Background: an optimization exercise with open tools, aiming at small area, a short achievable clock period and few clock cycles per item. Do not read the settings as production practice. In this exercise RTL edits were held to simulation tests only and were not proved equivalent to the original. No activity file was given, so power comes from the tool's default toggle rates.

==> module tablet_adaptive_delta_decoder_unit, before the edit <==
module tablet_adaptive_delta_decoder_unit
#(
    parameter int TOOLS     = TOOLS_DEF,
    parameter int SHIFT_MAX = SHIFT_MAX_DEF
) (
    input  logic        clk,
    input  logic        rst_n,
    input  logic        din_valid,
    output logic        din_ready,
    input  logic        din_action,
    input  logic        din_tool,
    input  logic [2:0]  din_channel,
    input  logic [4:0]  din_raw_code,
    input  logic [15:0] din_load_value,
    input  logic [3:0]  din_load_shift,
    output logic        dout_valid,
    input  logic        dout_ready,
    output logic [15:0] dout_value,
    output logic [3:0]  dout_step_out,
    output logic        dout_held,
    input  logic        psel,
    input  logic        penable,
    input  logic        pwrite,
    input  logic [2:0]  paddr,
    input  logic [31:0] pwdata,
    output logic [31:0] prdata,
    output logic        pready
);
    logic [15:0] max_x_reg, max_y_reg;
    logic        cfg_wr;
    assign pready = 1'b1;
    assign cfg_wr = psel && penable && pwrite;
    assign prdata = {16'd0, (paddr[2] == REG_MAX_Y) ? max_y_reg : max_x_reg};
    always_ff @(posedge clk or negedge rst_n)
    begin
        if (!rst_n)
        begin
            max_x_reg <= 16'hffff;
            max_y_reg <= 16'hffff;
        end
        else if (cfg_wr)
        begin
            if (paddr[2] == REG_MAX_X)
                max_x_reg <= pwdata[15:0];
            else
                max_y_reg <= pwdata[15:0];
        end
    end
    logic s1_valid_reg, out_valid_reg, clr1_reg, clr2_reg;
    logic out_free, s1_adv, in_ready;
    assign out_free  = !out_valid_reg || dout_ready;
    assign s1_adv    = s1_valid_reg && out_free;
    assign in_ready  = !s1_valid_reg || out_free;
    assign din_ready = in_ready && !clr1_reg && !clr2_reg;
    always_ff @(posedge clk or negedge rst_n)
    begin
        if (!rst_n)
        begin
            s1_valid_reg  <= 1'b0;
            out_valid_reg <= 1'b0;
            clr1_reg      <= 1'b1;
            clr2_reg      <= 1'b1;
        end
        else
        begin
            clr1_reg <= 1'b0;
            clr2_reg <= clr1_reg;
            if (din_ready)
                s1_valid_reg <= din_valid;
            if (out_free)
                out_valid_reg <= s1_valid_reg;
        end
    end
    localparam int DEPTH = 14;
    logic [15:0] raw_mem   [DEPTH];
    logic [3:0]  shift_mem [DEPTH];
    logic [DEPTH-1:0] hold_mem;
    function automatic logic [DEPTH-1:0] entry_sel(input logic tool, input logic [2:0] ch);
        for (int e = 0; e < DEPTH; e++)
            entry_sel[e] = (tool == (e >= 7)) && (ch == 3'(e % 7));
    endfunction
    logic        s1_action_reg;
    logic [2:0]  s1_channel_reg;
    logic [15:0] s1_opnd_reg;       
    logic        s1_neg_reg, s1_ovf_reg, s1_hcode_reg;
    logic [3:0]  s1_f_reg;          
    logic [2:0]  s1_chg_reg;        
    logic [DEPTH-1:0] s1_sel_reg;   
    logic [DEPTH-1:0] in_sel, we;
    logic        in_unused, in_zero, in_load, s1_same;
    logic [3:0]  in_sh0, shift_n;
    logic [3:0]  in_mag;
    logic        in_big, in_neg, in_hcode, in_ovf;
    logic [2:0]  in_chg;
    logic [6:0]  in_base;
    logic [21:0] in_delta;
    assign in_sel    = entry_sel(din_tool, din_channel);
    assign in_unused = (din_channel == CH_UNUSED);
    assign in_zero   = in_unused || clr1_reg;
    assign in_load   = (din_action == ACT_LOAD) || in_zero;
    assign s1_same   = s1_valid_reg && |(s1_sel_reg & in_sel);
    assign we        = clr2_reg ? '1 : s1_adv ? s1_sel_reg : '0;
    always_comb
    begin
        in_sh0 = 4'd0;
        for (int e = 0; e < DEPTH; e++)
            if (in_sel[e])
                in_sh0 = in_sh0 | shift_mem[e];
        if (s1_same)
            in_sh0 = shift_n;
    end
    tadd_code u_code (
        .channel (din_channel),
        .code    (din_raw_code),
        .mag     (in_mag),
        .big     (in_big),
        .neg     (in_neg),
        .hcode   (in_hcode),
        .chg     (in_chg)
    );
    assign in_base  = in_big ? PRESS_BIG : {3'b000, in_mag};
    assign in_delta = 22'(in_base) << in_sh0;
    assign in_ovf   = |in_delta[21:16] && (din_channel != CH_ROT);
    always_ff @(posedge clk)
    begin
        if (in_ready)
        begin
            s1_action_reg  <= in_load;
            s1_channel_reg <= din_channel;
            s1_sel_reg     <= clr1_reg ? '0 : in_sel;
            s1_neg_reg     <= in_neg;
            s1_ovf_reg     <= in_ovf;
            s1_hcode_reg   <= in_hcode;
            if (in_zero)
            begin
                s1_opnd_reg <= 16'd0;
                s1_f_reg    <= 4'd0;
                s1_chg_reg  <= 3'd0;
            end
            else if (din_action == ACT_LOAD)
            begin
                s1_opnd_reg <= din_load_value;
                s1_f_reg    <= din_load_shift;
                s1_chg_reg  <= 3'd0;
            end
            else
            begin
                s1_opnd_reg <= in_delta[15:0] ^ {16{in_neg}};
                s1_f_reg    <= in_sh0;
                s1_chg_reg  <= in_chg;
            end
        end
    end
    logic [15:0] raw0, raw_n, value;
    logic        hold0, hold_n;
    always_comb
    begin
        raw0  = 16'd0;
        hold0 = 1'b0;
        for (int e = 0; e < DEPTH; e++)
            if (s1_sel_reg[e])
            begin
                raw0 = raw0 | raw_mem[e];
                if (e % 7 == 4 || e % 7 == 5)
                    hold0 = hold0 | hold_mem[e];
            end
    end
    tadd_update u_update (
        .action     (s1_action_reg),
        .channel    (s1_channel_reg),
        .opnd       (s1_opnd_reg),
        .neg        (s1_neg_reg),
        .ovf        (s1_ovf_reg),
        .hcode      (s1_hcode_reg),
        .f          (s1_f_reg),
        .chg        (s1_chg_reg),
        .raw0       (raw0),
        .hold0      (hold0),
        .max_x      (max_x_reg),
        .max_y      (max_y_reg),
        .raw_n      (raw_n),
        .shift_n    (shift_n),
        .hold_n     (hold_n),
        .value      (value)
    );
    always_ff @(posedge clk)
    begin
        for (int e = 0; e < DEPTH; e++)
            if (we[e])
            begin
                raw_mem[e]   <= raw_n;
                shift_mem[e] <= shift_n;
                if (e % 7 == 4 || e % 7 == 5)
                    hold_mem[e] <= hold_n;
            end
    end
    tadd_pkg::result_t out_reg;
    always_ff @(posedge clk)
    begin
        if (s1_adv)
            out_reg <= {value, shift_n, hold_n};
    end
    assign dout_valid    = out_valid_reg;
    assign dout_value    = out_reg.value;
    assign dout_step_out = out_reg.step_out;
    assign dout_held     = out_reg.held;
endmodule
==> flow/config.mk <==
export PLATFORM = sky130hd
export DESIGN_NAME = tablet_adaptive_delta_decoder_unit
export DESIGN_NICKNAME = tablet_adaptive_delta_decoder_unit
export VERILOG_FILES = /design/flow/design.v
export SDC_FILE = /design/flow/constraint.sdc
export NUM_CORES = 4
export LEC_CHECK = 0
export ABC_AREA = 1
export ABC_CLOCK_PERIOD_IN_PS = 4000
export CAP_MARGIN = 20
export CORE_MARGIN = 2
export CORE_UTILIZATION = 40
export CTS_BUF_LIST = sky130_fd_sc_hd__clkbuf_8
export CTS_CLUSTER_DIAMETER = 60
export CTS_CLUSTER_SIZE = 16
export PLACE_DENSITY = 0.75
export SLEW_MARGIN = 20
export TNS_END_PERCENT = 10
==> flow/constraint.sdc <==
create_clock -name core_clock -period 10.0 [get_ports {clk}]
set_input_delay 2.0000 -clock core_clock [delete_from_list [all_inputs] [get_ports {clk}]]
set_output_delay 2.0000 -clock core_clock [all_outputs]
set_load 0.01 [all_outputs]
standard.sh (not shown) runs the stock make flow with config.mk's settings and CLKGATE_MAP_FILE= SYNTH_SCRIPT=/design/flow/synth_recipe.tcl, a recipe that flattens the netlist after the stock synthesis.
==> flow/flow/run.sh <==
#!/bin/bash
# The standard layout, with synthesis leaving adders to abc instead of
# mapping them to the half and full adder cells first, the port buffers
# made of plain buf_2 cells, and timing repair aimed at a setup slack of
# 5.5 ns (the clock period and constraints are unchanged).
export ADDER_MAP_FILE=
export BUFFER_PORTS_ARGS="-buffer_cell sky130_fd_sc_hd__buf_2"
export SETUP_SLACK_MARGIN=5.5
bash standard.sh > standard.log 2>&1
Testbench counts at the start, summed over its fixed seeds: cycles 24,016, items 24,000.
Rerun with:
--- a/flow/design.v
+++ b/flow/design.v
@@ -312,69 +312,65 @@
                 max_x_reg <= pwdata[15:0];
             else
                 max_y_reg <= pwdata[15:0];
         end
     end
-    logic s1_valid_reg, out_valid_reg, clr1_reg, clr2_reg;
-    logic out_free, s1_adv, in_ready;
+    logic s1_valid_reg, out_valid_reg;
+    logic out_free, s1_adv;
     assign out_free  = !out_valid_reg || dout_ready;
     assign s1_adv    = s1_valid_reg && out_free;
-    assign in_ready  = !s1_valid_reg || out_free;
-    assign din_ready = in_ready && !clr1_reg && !clr2_reg;
+    assign din_ready = !s1_valid_reg || out_free;
     always_ff @(posedge clk or negedge rst_n)
     begin
         if (!rst_n)
         begin
             s1_valid_reg  <= 1'b0;
             out_valid_reg <= 1'b0;
-            clr1_reg      <= 1'b1;
-            clr2_reg      <= 1'b1;
         end
         else
         begin
-            clr1_reg <= 1'b0;
-            clr2_reg <= clr1_reg;
             if (din_ready)
                 s1_valid_reg <= din_valid;
             if (out_free)
                 out_valid_reg <= s1_valid_reg;
         end
     end
     localparam int DEPTH = 14;
     logic [15:0] raw_mem   [DEPTH];
     logic [3:0]  shift_mem [DEPTH];
     logic [DEPTH-1:0] hold_mem;
+    logic [DEPTH-1:0] vld_reg;
     function automatic logic [DEPTH-1:0] entry_sel(input logic tool, input logic [2:0] ch);
         for (int e = 0; e < DEPTH; e++)
             entry_sel[e] = (tool == (e >= 7)) && (ch == 3'(e % 7));
     endfunction
-    logic        s1_action_reg;
+    logic        s1_action_reg, s1_tool_reg;
     logic [2:0]  s1_channel_reg;
     logic [15:0] s1_opnd_reg;       
     logic        s1_neg_reg, s1_ovf_reg, s1_hcode_reg;
     logic [3:0]  s1_f_reg;          
     logic [2:0]  s1_chg_reg;        
-    logic [DEPTH-1:0] s1_sel_reg;   
-    logic [DEPTH-1:0] in_sel, we;
-    logic        in_unused, in_zero, in_load, s1_same;
+    logic [DEPTH-1:0] s1_rsel_reg;  
+    logic [DEPTH-1:0] in_sel, s1_sel, we;
+    logic        in_unused, in_load, s1_same;
     logic [3:0]  in_sh0, shift_n;
     logic [3:0]  in_mag;
     logic        in_big, in_neg, in_hcode, in_ovf;
     logic [2:0]  in_chg;
     logic [6:0]  in_base;
     logic [21:0] in_delta;
     assign in_sel    = entry_sel(din_tool, din_channel);
     assign in_unused = (din_channel == CH_UNUSED);
-    assign in_zero   = in_unused || clr1_reg;
-    assign in_load   = (din_action == ACT_LOAD) || in_zero;
-    assign s1_same   = s1_valid_reg && |(s1_sel_reg & in_sel);
-    assign we        = clr2_reg ? '1 : s1_adv ? s1_sel_reg : '0;
+    assign in_load   = (din_action == ACT_LOAD) || in_unused;
+    assign s1_sel    = entry_sel(s1_tool_reg, s1_channel_reg);
+    assign s1_same   = s1_valid_reg && |(s1_sel & in_sel);
+    assign we        = s1_adv ? s1_sel : '0;
     always_comb
     begin
         in_sh0 = 4'd0;
         for (int e = 0; e < DEPTH; e++)
-            if (in_sel[e])
+            if (in_sel[e] && vld_reg[e])
                 in_sh0 = in_sh0 | shift_mem[e];
         if (s1_same)
             in_sh0 = shift_n;
     end
     tadd_code u_code (
@@ -389,19 +385,20 @@
     assign in_base  = in_big ? PRESS_BIG : {3'b000, in_mag};
     assign in_delta = 22'(in_base) << in_sh0;
     assign in_ovf   = |in_delta[21:16] && (din_channel != CH_ROT);
     always_ff @(posedge clk)
     begin
-        if (in_ready)
+        if (din_ready)
         begin
             s1_action_reg  <= in_load;
+            s1_tool_reg    <= din_tool;
             s1_channel_reg <= din_channel;
-            s1_sel_reg     <= clr1_reg ? '0 : in_sel;
+            s1_rsel_reg    <= in_sel & (vld_reg | we);
             s1_neg_reg     <= in_neg;
             s1_ovf_reg     <= in_ovf;
             s1_hcode_reg   <= in_hcode;
-            if (in_zero)
+            if (in_unused)
             begin
                 s1_opnd_reg <= 16'd0;
                 s1_f_reg    <= 4'd0;
                 s1_chg_reg  <= 3'd0;
             end
@@ -424,11 +421,11 @@
     always_comb
     begin
         raw0  = 16'd0;
         hold0 = 1'b0;
         for (int e = 0; e < DEPTH; e++)
-            if (s1_sel_reg[e])
+            if (s1_rsel_reg[e])
             begin
                 raw0 = raw0 | raw_mem[e];
                 if (e % 7 == 4 || e % 7 == 5)
                     hold0 = hold0 | hold_mem[e];
             end
@@ -460,10 +457,17 @@
                 shift_mem[e] <= shift_n;
                 if (e % 7 == 4 || e % 7 == 5)
                     hold_mem[e] <= hold_n;
             end
     end
+    always_ff @(posedge clk or negedge rst_n)
+    begin
+        if (!rst_n)
+            vld_reg <= '0;
+        else
+            vld_reg <= vld_reg | we;
+    end
     tadd_pkg::result_t out_reg;
     always_ff @(posedge clk)
     begin
         if (s1_adv)
             out_reg <= {value, shift_n, hold_n};
Utilization is about the same.
Cell count climbs by a few percent.
Non-clock buffer count grows by 5.
Setup slack improves by 91 ps.
Wire length increases by a few percent.
Total power came out lower by about a fifth.
Clock-buffer cell count goes up by 4.
Global-route usage barely changes.
Synthesized area is higher by a few percent.
Testbench counts after the change, summed over its fixed seeds: cycles 24,016, items 24,000.

re-timing with driven ports:
In the flow no input, the clock included, has a driving cell. The finished layouts below were timed again as built, in two steps.
Step 1 assumes that a clkbuf_16 drives the clock port and a buf_2 every other input.
Step 2 also shifts input and output timing later by t, the mid clock arrival at the registers, as if the neighbouring blocks saw the same clock.
Slacks: ideal ports / drivers / drivers and shift; pairs: ideal ports / drivers.
run	t, ns	slack for setup (ns)	worst register clock-pin slew, ns	cell pins on the clock port's net
the first run	0.657	5.363 / 5.291 / 4.809	0.10 / 0.10	1
the second run	0.638	5.453 / 5.407 / 4.982	0.10 / 0.10	1
After both steps setup and hold are still met in every run listed. The setup slack of the first run, which loses most, moves by -0.072 ns with the drivers and by -0.554 ns with both steps.
